This is an optimization exercise on Yosys and OpenROAD, whose aim is small area, a short achievable clock period and few clock cycles, not a production implementation.
Only simulation tests tie the RTL to the original design; equivalence was not proved.
Power is estimated from default activity; no workload was simulated.

10-25:
==> flow/design.v <==
package tlv_pkg;
	localparam logic [4:0] ALGO_COUNT   = 5'd20;
	localparam logic [2:0] HDR_BYTES    = 3'd6;
	localparam logic [1:0] OUTER_FIELDS = 2'd3;
	localparam logic [1:0] INNER_FIELDS = 2'd2;
	localparam logic [1:0] KIND_OTHER  = 2'd0;
	localparam logic [1:0] KIND_DIGEST = 2'd1;
	localparam logic [1:0] KIND_PATH   = 2'd2;
	typedef struct packed {
		logic        first;
		logic [31:0] total_length;
		logic [7:0]  data_byte;
	} tlv_in_t;
	typedef struct packed {
		logic [1:0] byte_kind;
		logic [7:0] value_byte;
		logic [4:0] algo_code;
		logic       done_res;
		logic       status;
	} tlv_res_t;
	function automatic logic [6:0] digest_size(input logic [4:0] algo);
		logic [6:0] s;
		begin
			case (algo)
				5'd0, 5'd1, 5'd8, 5'd14:                  s = 7'd16;
				5'd2, 5'd3, 5'd15:                        s = 7'd20;
				5'd16:                                    s = 7'd24;
				5'd7:                                     s = 7'd28;
				5'd4, 5'd9, 5'd11, 5'd17, 5'd18:          s = 7'd32;
				5'd10:                                    s = 7'd40;
				5'd5, 5'd12:                              s = 7'd48;
				5'd6, 5'd13, 5'd19:                       s = 7'd64;
				default:                                  s = 7'd0;
			endcase
			digest_size = s;
		end
	endfunction
endpackage
module tlv_digest_list_validator (
	input  logic        clk,
	input  logic        arst_n,
	input  logic        s_axis_tvalid,
	output logic        s_axis_tready,
	input  logic [39:0] s_axis_tdata,   
	input  logic        s_axis_tuser,   
	output logic        m_axis_tvalid,
	input  logic        m_axis_tready,
	output logic [15:0] m_axis_tdata,   
	output logic [2:0]  m_axis_tuser,   
	output logic        m_axis_tlast    
);
	logic        first;
	logic [31:0] tl;
	logic [7:0]  b;
	assign first = s_axis_tuser;
	assign tl    = s_axis_tdata[31:0];
	assign b     = s_axis_tdata[39:32];
	logic        open_q, failed_q, vld_q;
	logic [4:0]  algo_q;
	logic [31:0] ot_q, il_q, vl_q;
	logic [2:0]  hc_q;
	logic [1:0]  field_q;
	logic        fb_q, nest_q, val_q, pf_q, ah_q;
	logic [1:0]  kind_q;
	logic [7:0]  byte_q;
	logic        done_q;
	logic take;
	assign s_axis_tready = !vld_q || m_axis_tready;
	assign take          = s_axis_tvalid && s_axis_tready;
	logic [31:0] avail, len;
	logic [23:0] len_hi;
	logic        hi_gt, hi_eq, lo_ge;
	logic        hdr_end_out, hc0, hc1, hc5, len0, len_ge, dig_bad, fail_end, fail_c, enter_nest;
	logic        ol_one, il_one, vl_one, vl_two;
	assign avail  = nest_q ? il_q : ot_q;           
	assign len    = {vl_q[23:0], b};                
	assign hc0    = (hc_q == 3'd0);
	assign hc1    = (hc_q == 3'd1);
	assign hc5    = (hc_q == 3'd5);
	assign len0   = (len == 32'd0);
	assign len_hi = vl_q[23:0];
	assign hi_gt  = (len_hi > avail[31:8]);
	assign hi_eq  = (len_hi == avail[31:8]);
	assign lo_ge  = (b >= avail[7:0]);
	assign len_ge = hi_gt || (hi_eq && lo_ge);
	assign ol_one = pf_q ? (ot_q == 32'd2) : (ot_q == 32'd1);    
	assign il_one = (il_q == 32'd1);
	assign vl_one = (vl_q == 32'd1);
	assign vl_two = (vl_q == 32'd2);
	assign dig_bad = (algo_q >= tlv_pkg::ALGO_COUNT)
		|| (len != {25'd0, tlv_pkg::digest_size(algo_q)});
	assign fail_end = fb_q || len_ge || (!len0 && (nest_q
		? (field_q == 2'd0 && dig_bad)
		: ((field_q == 2'd0 && len != 32'd2) || (field_q == 2'd1 && len != 32'd4))));
	assign fail_c = val_q
		? (ah_q && (fb_q || b >= 8'd20))
		: (hc0 ? (avail < 32'd6) : (hc5 && fail_end));
	assign enter_nest = !val_q && hc5 && !nest_q && field_q == 2'd2 && !len0;
	assign hdr_end_out = !val_q && hc5 && !nest_q;
	function automatic logic [31:0] dec(input logic [31:0] x, input logic t);
		logic z;
		z = 1'b1;
		for (int i = 0; i < 32; i++) begin
			dec[i] = x[i] ^ (t && z);
			z = z && !x[i];
		end
	endfunction
	logic [31:0] ot_d, il_d, vl_d, ot_hi;
	logic [2:0]  hc_d;
	logic [1:0]  field_d, kind_d;
	logic [4:0]  algo_d;
	logic        fb_d, nest_d, val_d, open_d, failed_d, done_d, algo_ok, ah_d;
	assign algo_ok = open_q && ah_q && !fb_q && b < 8'd20;    
	always_comb begin
		ot_hi   = dec({1'b0, ot_q[31:1]}, take && (pf_q || !ot_q[0]));
		ot_d    = (take && first) ? tl : {ot_hi[30:0], ot_q[0] ^ (take && !pf_q)};
		il_d    = (take && hdr_end_out) ? len : dec(il_q, take);   
		vl_d    = (take && !(val_q && !first)) ? len : dec(vl_q, take);
		field_d = (!val_q && hc1) ? b[1:0] : field_q;
		if (first) begin
			open_d   = (tl[31:1] != 31'd0);
			done_d   = (tl[31:1] == 31'd0);
			failed_d = (tl[31:3] == 29'd0) && (tl[2:0] != 3'd0) && (tl[2:0] < 3'd6);
			algo_d   = tlv_pkg::ALGO_COUNT;
			nest_d   = 1'b0;
			val_d    = 1'b0;
			hc_d     = 3'd1;
			fb_d     = (b != 8'd0);
			kind_d   = tlv_pkg::KIND_OTHER;
			ah_d     = 1'b0;
		end else begin
			ah_d     = open_q && !failed_q && val_q && !nest_q && field_q == 2'd0 && vl_two;
			open_d   = open_q && !ol_one;
			done_d   = open_q && ol_one;
			failed_d = failed_q || (open_q && fail_c);
			algo_d   = algo_ok ? b[4:0] : algo_q;
			nest_d   = enter_nest || (nest_q && !il_one);
			if (val_q) begin
				val_d = !vl_one;
				hc_d  = 3'd0;
				fb_d  = (b != 8'd0);
			end else begin
				val_d = hc5 && !len0 && !enter_nest;
				hc_d  = hc5 ? 3'd0 : hc_q + 3'd1;
				fb_d  = hc0 ? (b != 8'd0)
					: hc1 ? (fb_q || b >= (nest_q ? {6'd0, tlv_pkg::INNER_FIELDS}
					                               : {6'd0, tlv_pkg::OUTER_FIELDS}))
					: fb_q;
			end
			if (open_q && !failed_q && val_q && nest_q)
				kind_d = (field_q == 2'd0) ? tlv_pkg::KIND_DIGEST : tlv_pkg::KIND_PATH;
			else
				kind_d = tlv_pkg::KIND_OTHER;
		end
	end
	always_ff @(posedge clk or negedge arst_n) begin
		if (!arst_n) begin
			open_q   <= 1'b0;
			failed_q <= 1'b0;
			algo_q   <= tlv_pkg::ALGO_COUNT;
			vld_q    <= 1'b0;
		end else begin
			if (take) begin
				open_q   <= open_d;
				failed_q <= failed_d;
				algo_q   <= algo_d;
			end
			vld_q <= take || (vld_q && !m_axis_tready);
		end
	end
	always_ff @(posedge clk) begin
		ot_q <= ot_d;
		il_q <= il_d;
		vl_q <= vl_d;
		if (take) begin
			pf_q    <= first;
			ah_q    <= ah_d;
			hc_q    <= hc_d;
			field_q <= field_d;
			fb_q    <= fb_d;
			nest_q  <= nest_d;
			val_q   <= val_d;
			kind_q  <= kind_d;
			byte_q  <= (kind_d != tlv_pkg::KIND_OTHER) ? b : 8'd0;
			done_q  <= done_d;
		end
	end
	assign m_axis_tvalid = vld_q;
	assign m_axis_tdata  = {3'd0, algo_q, byte_q};
	assign m_axis_tuser  = {failed_q, kind_q};
	assign m_axis_tlast  = done_q;
endmodule
Settings: LEC_CHECK=0, CAP_MARGIN=20, CORE_MARGIN=2, CORE_UTILIZATION=40, SETUP_SLACK_MARGIN=3.3, SLEW_MARGIN=20; clock period 6.0 ns.
standard.sh (not shown) runs the stock make flow with config.mk's settings and CLKGATE_MAP_FILE= SYNTH_SCRIPT=/design/flow/synth_recipe.tcl, a recipe that flattens the netlist after the stock synthesis.
==> flow/flow/run.sh <==
#!/bin/bash
# Standard layout with two changes: the port buffers are the smallest plain buffer instead
# of the delay buffer buffer_ports picks by default (repair may still upsize them), and the
# clock tree is built from smaller buffers without dummy loads.
set -o pipefail
export BUFFER_PORTS_ARGS="-buffer_cell sky130_fd_sc_hd__buf_1"
export CTS_ARGS="-sink_clustering_enable -repair_clock_nets -buf_list sky130_fd_sc_hd__clkbuf_8 -dont_use_dummy_load"
bash standard.sh > standard.log 2>&1
Having completed the whole flow, 10-25 delivered a layout that passed the timing, design-rule and antenna checks.
Testbench counts of 10-25, summed over its fixed seeds: cycles 61,216.
The following lists how 10-24 was set up differently from 10-25:
==> flow/design.v, changed modules only <==
module tlv_digest_list_validator (
	input  logic        clk,
	input  logic        arst_n,
	input  logic        s_axis_tvalid,
	output logic        s_axis_tready,
	input  logic [39:0] s_axis_tdata,   
	input  logic        s_axis_tuser,   
	output logic        m_axis_tvalid,
	input  logic        m_axis_tready,
	output logic [15:0] m_axis_tdata,   
	output logic [2:0]  m_axis_tuser,   
	output logic        m_axis_tlast    
);
	logic        first;
	logic [31:0] tl;
	logic [7:0]  b;
	assign first = s_axis_tuser;
	assign tl    = s_axis_tdata[31:0];
	assign b     = s_axis_tdata[39:32];
	logic        open_q, failed_q, vld_q;
	logic [4:0]  algo_q;
	logic [31:0] ot_q, il_q, vl_q;
	logic [2:0]  hc_q;
	logic [1:0]  field_q;
	logic        fb_q, nest_q, val_q, pf_q;
	logic [1:0]  kind_q;
	logic [7:0]  byte_q;
	logic        done_q;
	logic take;
	assign s_axis_tready = !vld_q || m_axis_tready;
	assign take          = s_axis_tvalid && s_axis_tready;
	logic [31:0] avail, len;
	logic [23:0] len_hi;
	logic        hi_gt, hi_eq, lo_ge;
	logic        hdr_end_out, hc0, hc1, hc5, len0, len_ge, dig_bad, fail_end, fail_c, enter_nest;
	logic        ol_one, il_one, vl_one, vl_two;
	assign avail  = nest_q ? il_q : ot_q;           
	assign len    = {vl_q[23:0], b};                
	assign hc0    = (hc_q == 3'd0);
	assign hc1    = (hc_q == 3'd1);
	assign hc5    = (hc_q == 3'd5);
	assign len0   = (len == 32'd0);
	assign len_hi = vl_q[23:0];
	assign hi_gt  = (len_hi > avail[31:8]);
	assign hi_eq  = (len_hi == avail[31:8]);
	assign lo_ge  = (b >= avail[7:0]);
	assign len_ge = hi_gt || (hi_eq && lo_ge);
	assign ol_one = pf_q ? (ot_q == 32'd2) : (ot_q == 32'd1);    
	assign il_one = (il_q == 32'd1);
	assign vl_one = (vl_q == 32'd1);
	assign vl_two = (vl_q == 32'd2);
	assign dig_bad = (algo_q >= tlv_pkg::ALGO_COUNT)
		|| (len != {25'd0, tlv_pkg::digest_size(algo_q)});
	assign fail_end = fb_q || len_ge || (!len0 && (nest_q
		? (field_q == 2'd0 && dig_bad)
		: ((field_q == 2'd0 && len != 32'd2) || (field_q == 2'd1 && len != 32'd4))));
	assign fail_c = val_q
		? (!nest_q && field_q == 2'd0 && vl_one && (fb_q || b >= 8'd20))
		: (hc0 ? (avail < 32'd6) : (hc5 && fail_end));
	assign enter_nest = !val_q && hc5 && !nest_q && field_q == 2'd2 && !len0;
	assign hdr_end_out = !val_q && hc5 && !nest_q;
	function automatic logic [31:0] dec(input logic [31:0] x, input logic t);
		logic z;
		z = 1'b1;
		for (int i = 0; i < 32; i++) begin
			dec[i] = x[i] ^ (t && z);
			z = z && !x[i];
		end
	endfunction
	logic [31:0] ot_d, il_d, vl_d, ot_hi;
	logic [2:0]  hc_d;
	logic [1:0]  field_d, kind_d;
	logic [4:0]  algo_d;
	logic        fb_d, nest_d, val_d, open_d, failed_d, done_d, algo_ok;
	assign algo_ok = open_q && !failed_q && val_q && !nest_q && field_q == 2'd0 && vl_one
		&& !fb_q && b < 8'd20;
	always_comb begin
		ot_hi   = dec({1'b0, ot_q[31:1]}, take && (pf_q || !ot_q[0]));
		ot_d    = (take && first) ? tl : {ot_hi[30:0], ot_q[0] ^ (take && !pf_q)};
		il_d    = (take && hdr_end_out) ? len : dec(il_q, take);   
		vl_d    = (take && !(val_q && !first)) ? len : dec(vl_q, take);
		field_d = (!val_q && hc1) ? b[1:0] : field_q;
		if (first) begin
			open_d   = (tl[31:1] != 31'd0);
			done_d   = (tl[31:1] == 31'd0);
			failed_d = (tl[31:3] == 29'd0) && (tl[2:0] != 3'd0) && (tl[2:0] < 3'd6);
			algo_d   = tlv_pkg::ALGO_COUNT;
			nest_d   = 1'b0;
			val_d    = 1'b0;
			hc_d     = 3'd1;
			fb_d     = (b != 8'd0);
			kind_d   = tlv_pkg::KIND_OTHER;
		end else begin
			open_d   = open_q && !ol_one;
			done_d   = open_q && ol_one;
			failed_d = failed_q || (open_q && fail_c);
			algo_d   = algo_ok ? b[4:0] : algo_q;
			nest_d   = enter_nest || (nest_q && !il_one);
			if (val_q) begin
				val_d = !vl_one;
				hc_d  = 3'd0;
				fb_d  = (b != 8'd0);
			end else begin
				val_d = hc5 && !len0 && !enter_nest;
				hc_d  = hc5 ? 3'd0 : hc_q + 3'd1;
				fb_d  = hc0 ? (b != 8'd0)
					: hc1 ? (fb_q || b >= (nest_q ? {6'd0, tlv_pkg::INNER_FIELDS}
					                               : {6'd0, tlv_pkg::OUTER_FIELDS}))
					: fb_q;
			end
			if (open_q && !failed_q && val_q && nest_q)
				kind_d = (field_q == 2'd0) ? tlv_pkg::KIND_DIGEST : tlv_pkg::KIND_PATH;
			else
				kind_d = tlv_pkg::KIND_OTHER;
		end
	end
	always_ff @(posedge clk or negedge arst_n) begin
		if (!arst_n) begin
			open_q   <= 1'b0;
			failed_q <= 1'b0;
			algo_q   <= tlv_pkg::ALGO_COUNT;
			vld_q    <= 1'b0;
		end else begin
			if (take) begin
				open_q   <= open_d;
				failed_q <= failed_d;
				algo_q   <= algo_d;
			end
			vld_q <= take || (vld_q && !m_axis_tready);
		end
	end
	always_ff @(posedge clk) begin
		ot_q <= ot_d;
		il_q <= il_d;
		vl_q <= vl_d;
		if (take) begin
			pf_q    <= first;
			hc_q    <= hc_d;
			field_q <= field_d;
			fb_q    <= fb_d;
			nest_q  <= nest_d;
			val_q   <= val_d;
			kind_q  <= kind_d;
			byte_q  <= (kind_d != tlv_pkg::KIND_OTHER) ? b : 8'd0;
			done_q  <= done_d;
		end
	end
	assign m_axis_tvalid = vld_q;
	assign m_axis_tdata  = {3'd0, algo_q, byte_q};
	assign m_axis_tuser  = {failed_q, kind_q};
	assign m_axis_tlast  = done_q;
endmodule
## What came out
10-24: all stages complete, timing, DRC and antenna checks passed. Between 10-24 and 10-25, the time the final worst path needs with I/O delays and setup is lower for 10-24. Looking only at register-to-register slack, and setting everything else aside, the lower value of 10-24 and 10-25 goes to 10-24. Part of the Yosys area used for sequential elements: 10-25 vs 10-24, no meaningful difference. A type of the setup path with the least slack of in2out is what 10-24 shows, while in2reg belongs to 10-25. Taking 10-25 as the reference, in 10-24 wire length went down by 6.3%, cell count went down by about 1.5%, clock share of power went up by 0.4 points. The post-layout worst setup margin of 10-24 exceeds that of 10-25 by 0.011 ns. Achievable clock frequency on 10-24 is ahead of 10-25.
Testbench counts of 10-24, summed over its fixed seeds: cycles 61,216.

[port drivers added, routing unchanged]
How much do the figures lean on ideal ports? The routed layouts below were timed once more, with nothing changed but the port constraints.
Step 1 sets driving cells, clkbuf_16 on the clock port and buf_2 on the other inputs (assumed; they add their load-dependent delay and slew).
Step 2 times the ports against the registers' clock, not the clock port: input delays grow and output delays shrink by t, the midpoint of the rising clock arrivals with the driver on.
Slacks: ideal / step 1 / step 2; pairs: ideal / step 1.
run	t (ns)	slack for setup (ns)	latest minus earliest clock arrival (ns)
10-25	0.476	3.261 / 3.242 / 2.800	0.023 / 0.024
10-24	0.467	3.272 / 3.253 / 2.848	0.016 / 0.016
After both steps setup and hold are still met in every run listed. The setup slack of 10-25, which loses most, moves by -0.019 ns with the drivers and by -0.461 ns with both steps.
